From an optimization exercise on the open Yosys and OpenROAD flow, aimed at small area, a short achievable clock period and few clock cycles per item; shortcuts taken in it are not production practice. In this exercise RTL edits were held to simulation tests only and were not proved equivalent to the original. Power is estimated from default activity; no workload was simulated.

Design cache_mem_arbiter, start of the top module:
module cache_mem_arbiter #(
  parameter int LINE_ADDR_LEN = cache_pkg::LINE_ADDR_LEN_DEF,
  parameter int ADDR_W        = 32
) (
  input  logic                           clk,
  input  logic                           rst_n,
  input  logic                           i_req,
  input  logic                           i_we,
  input  logic [ADDR_W-1:0]              i_addr,
  input  logic [32*(1<<LINE_ADDR_LEN)-1:0] i_wline,
  output logic [32*(1<<LINE_ADDR_LEN)-1:0] i_rline,
  output logic                           i_done,
  input  logic                           d_req,
  input  logic                           d_we,
  input  logic [ADDR_W-1:0]              d_addr,
  input  logic [32*(1<<LINE_ADDR_LEN)-1:0] d_wline,
  output logic [32*(1<<LINE_ADDR_LEN)-1:0] d_rline,
  output logic                           d_done,
  output logic                           mem_req,
  output logic                           mem_we,
  output logic [ADDR_W-1:0]              mem_addr,
  output logic [31:0]                    mem_wdata,
  input  logic [31:0]                    mem_rdata,
  input  logic                           mem_ready,
  output logic [31:0]                    i_served_cnt,
  output logic [31:0]                    d_served_cnt
);
For scale: roughly 930 flip-flops, about 1300 I/O pins.
export LEC_CHECK = 0
export CAP_MARGIN = 20
export CORE_AREA = 5 5 295 295
export CTS_CLUSTER_DIAMETER = 80
export CTS_CLUSTER_SIZE = 24
export DIE_AREA = 0 0 300 300
export GPL_ROUTABILITY_DRIVEN = 0
export SETUP_SLACK_MARGIN = 5
export SLEW_MARGIN = 20
export TNS_END_PERCENT = 0
create_clock -name core_clock -period 6.0 [get_ports {clk}]
standard.sh (not shown) runs the stock make flow with config.mk's settings and CLKGATE_MAP_FILE= SYNTH_SCRIPT=/design/flow/synth_recipe.tcl, a recipe that flattens the netlist after the stock synthesis.
==> flow/flow/run.sh <==
#!/bin/bash
# The standard layout (standard.sh) with three changes to how the ports are
# laid out; nothing else in the flow changes:
#  - the port buffers that buffer_ports inserts are sky130_fd_sc_hd__buf_1 cells
#    (the resizer still sizes them afterwards) instead of the delay cell it picks;
#  - pins may sit on neighbouring routing tracks, so that they fit on a smaller die;
#  - the clock pin is placed at the middle of the left edge (flow/io_pre.tcl) and
#    the other pins keep clear of it.
# All tool output goes to standard_make.log and ORFS's own logs under orfs/logs.
set -euo pipefail
export BUFFER_PORTS_ARGS="-buffer_cell sky130_fd_sc_hd__buf_1"
export PRE_IO_PLACEMENT_TCL="$PWD/flow/io_pre.tcl"
# The clock pin sits at the middle of the left edge; keep other pins 6 um away.
half=$(awk '/^export DIE_AREA/ {print ($NF - $(NF-2)) / 2}' config.mk)
export PLACE_PINS_ARGS="-min_distance 1 -min_distance_in_tracks -exclude left:$(awk -v h="$half" 'BEGIN{print h-6 "-" h+6}')"
bash standard.sh finish > standard_make.log 2>&1
==> flow/flow/io_pre.tcl <==
# Runs before place_pins (ORFS PRE_IO_PLACEMENT hook). Puts the clock pin at the
# middle of the left die edge on met3, on a met3 track; run.sh keeps the other
# pins a few um away from it, since the clock net is routed with wider spacing.
set block [ord::get_db_block]
set dbu [$block getDbUnitsPerMicron]
set die [$block getDieArea]
set mid [expr {([$die yMin] + [$die yMax]) / 2.0 / $dbu}]
set y [expr {0.34 + 0.68 * round(($mid - 0.34) / 0.68)}]
place_pin -pin_name clk -layer met3 -location [list 0.4 $y] -pin_size {0.8 0.3}
The first run completed without violations.
Testbench counts at the start, summed over its fixed seeds: cycles 5,894, lines 640.
==> next run, changes <==
- ABC_CLOCK_PERIOD_IN_PS: unset -> 2500
- CORE_AREA: 5 5 295 295 -> 5 5 260 260
- DIE_AREA: 0 0 300 300 -> 0 0 265 265
- GPL_ROUTABILITY_DRIVEN: 0 -> unset
- PLACE_DENSITY: unset -> 0.72
Total power grows by 0.93%.
Sequential share of layout area falls by 0.33 points.
Global-route usage climbs by 19 points.
Worst setup slack improves by 22 ps.
Cell count falls by 4.0%.
Register-to-register slack gains 110 ps.
Via count climbs by 12%.
Fmax increases by 0.85%.
Die area fell by 22%.
Sequential cell count is unchanged.
Design area climbs by 0.58%.


run C:
cache_mem_arbiter, a different RTL version from the one above (not shown whole).
Size: about 870 flip-flops, ~1300 I/O pins, about 38000 µm² of cells after synthesis.
Design cache_mem_arbiter, start of the top module:
module cache_mem_arbiter #(
  parameter int LINE_ADDR_LEN = cache_pkg::LINE_ADDR_LEN_DEF,
  parameter int ADDR_W        = 32
) (
  input  logic                           clk,
  input  logic                           rst_n,
  input  logic                           i_req,
  input  logic                           i_we,
  input  logic [ADDR_W-1:0]              i_addr,
  input  logic [32*(1<<LINE_ADDR_LEN)-1:0] i_wline,
  output logic [32*(1<<LINE_ADDR_LEN)-1:0] i_rline,
  output logic                           i_done,
  input  logic                           d_req,
  input  logic                           d_we,
  input  logic [ADDR_W-1:0]              d_addr,
  input  logic [32*(1<<LINE_ADDR_LEN)-1:0] d_wline,
  output logic [32*(1<<LINE_ADDR_LEN)-1:0] d_rline,
  output logic                           d_done,
  output logic                           mem_req,
  output logic                           mem_we,
  output logic [ADDR_W-1:0]              mem_addr,
  output logic [31:0]                    mem_wdata,
  input  logic [31:0]                    mem_rdata,
  input  logic                           mem_ready,
  output logic [31:0]                    i_served_cnt,
  output logic [31:0]                    d_served_cnt
);
make LEC_CHECK=0 CAP_MARGIN=20 CORE_AREA='10 10 450 450' DIE_AREA='0 0 460 460' SLEW_MARGIN=20 finish   # period 6.0 ns
run.sh (not shown) runs the stock make flow with config.mk's settings and CLKGATE_MAP_FILE= SYNTH_SCRIPT=/design/flow/synth_recipe.tcl, a recipe that flattens the netlist after the stock synthesis.
Stock flow here: none of the scripts above is used.
Run C completed end to end with timing, DRC and antenna clean.
Testbench counts of run C, summed over its fixed seeds: cycles 5,821, lines 640.
#### Input delta (run A over run C)
- SETUP_SLACK_MARGIN newly set to 3.5
- DIE_AREA changed from 0 0 460 460 to 0 0 300 300
- ABC_CLOCK_PERIOD_IN_PS newly set to 2500
- CORE_AREA changed from 10 10 450 450 to 5 5 295 295
Notes after the runs:
- As far as complex-gate fraction of the synthesized area goes, run C and run A are indistinguishable; the numbers are identical.
- Re synthesized area: no difference whatsoever between run C and run A.
- Compared to run C, run A has number of standard-cell rows in the floorplan 34% lower.
- In the summary table, run A is marked failed, with error PPL-0024 raised in I/O pin placement (3_2_place_iop).

-- separate check: timing with driven ports --
The flow's constraints put no driver on any port. The routed layouts listed below were extracted and timed again, unchanged, in two steps. Step 1, drivers: a clkbuf_16 drives clk and a buf_2 each remaining input, both assumed. Step 2 adds t to the input delays and takes it off the output delays; t is the mean of the earliest and latest rising clock arrival at the registers after step 1. Input paths then give back, and output paths get back, about the clock's delay inside the block. Three values: ideal ports, drivers, drivers and shift; two values: the first two.
run | t, ns | setup WS [ns] | worst setup path at the end | pins driven straight from the clock port
the first run of note 1 | 0.673 | 3.410 / 3.406 / 2.887 | input to register | 1
the second run of note 1 | 0.698 | 3.432 / 3.385 / 2.707 | input to register | 1
run C | 0.791 | 2.111 / 2.069 / 1.278 | input to register | 1
After both steps every run listed still meets setup and hold. For run C, which loses most, drivers alone change the setup slack by -0.042 ns; drivers and shift together by -0.833 ns.
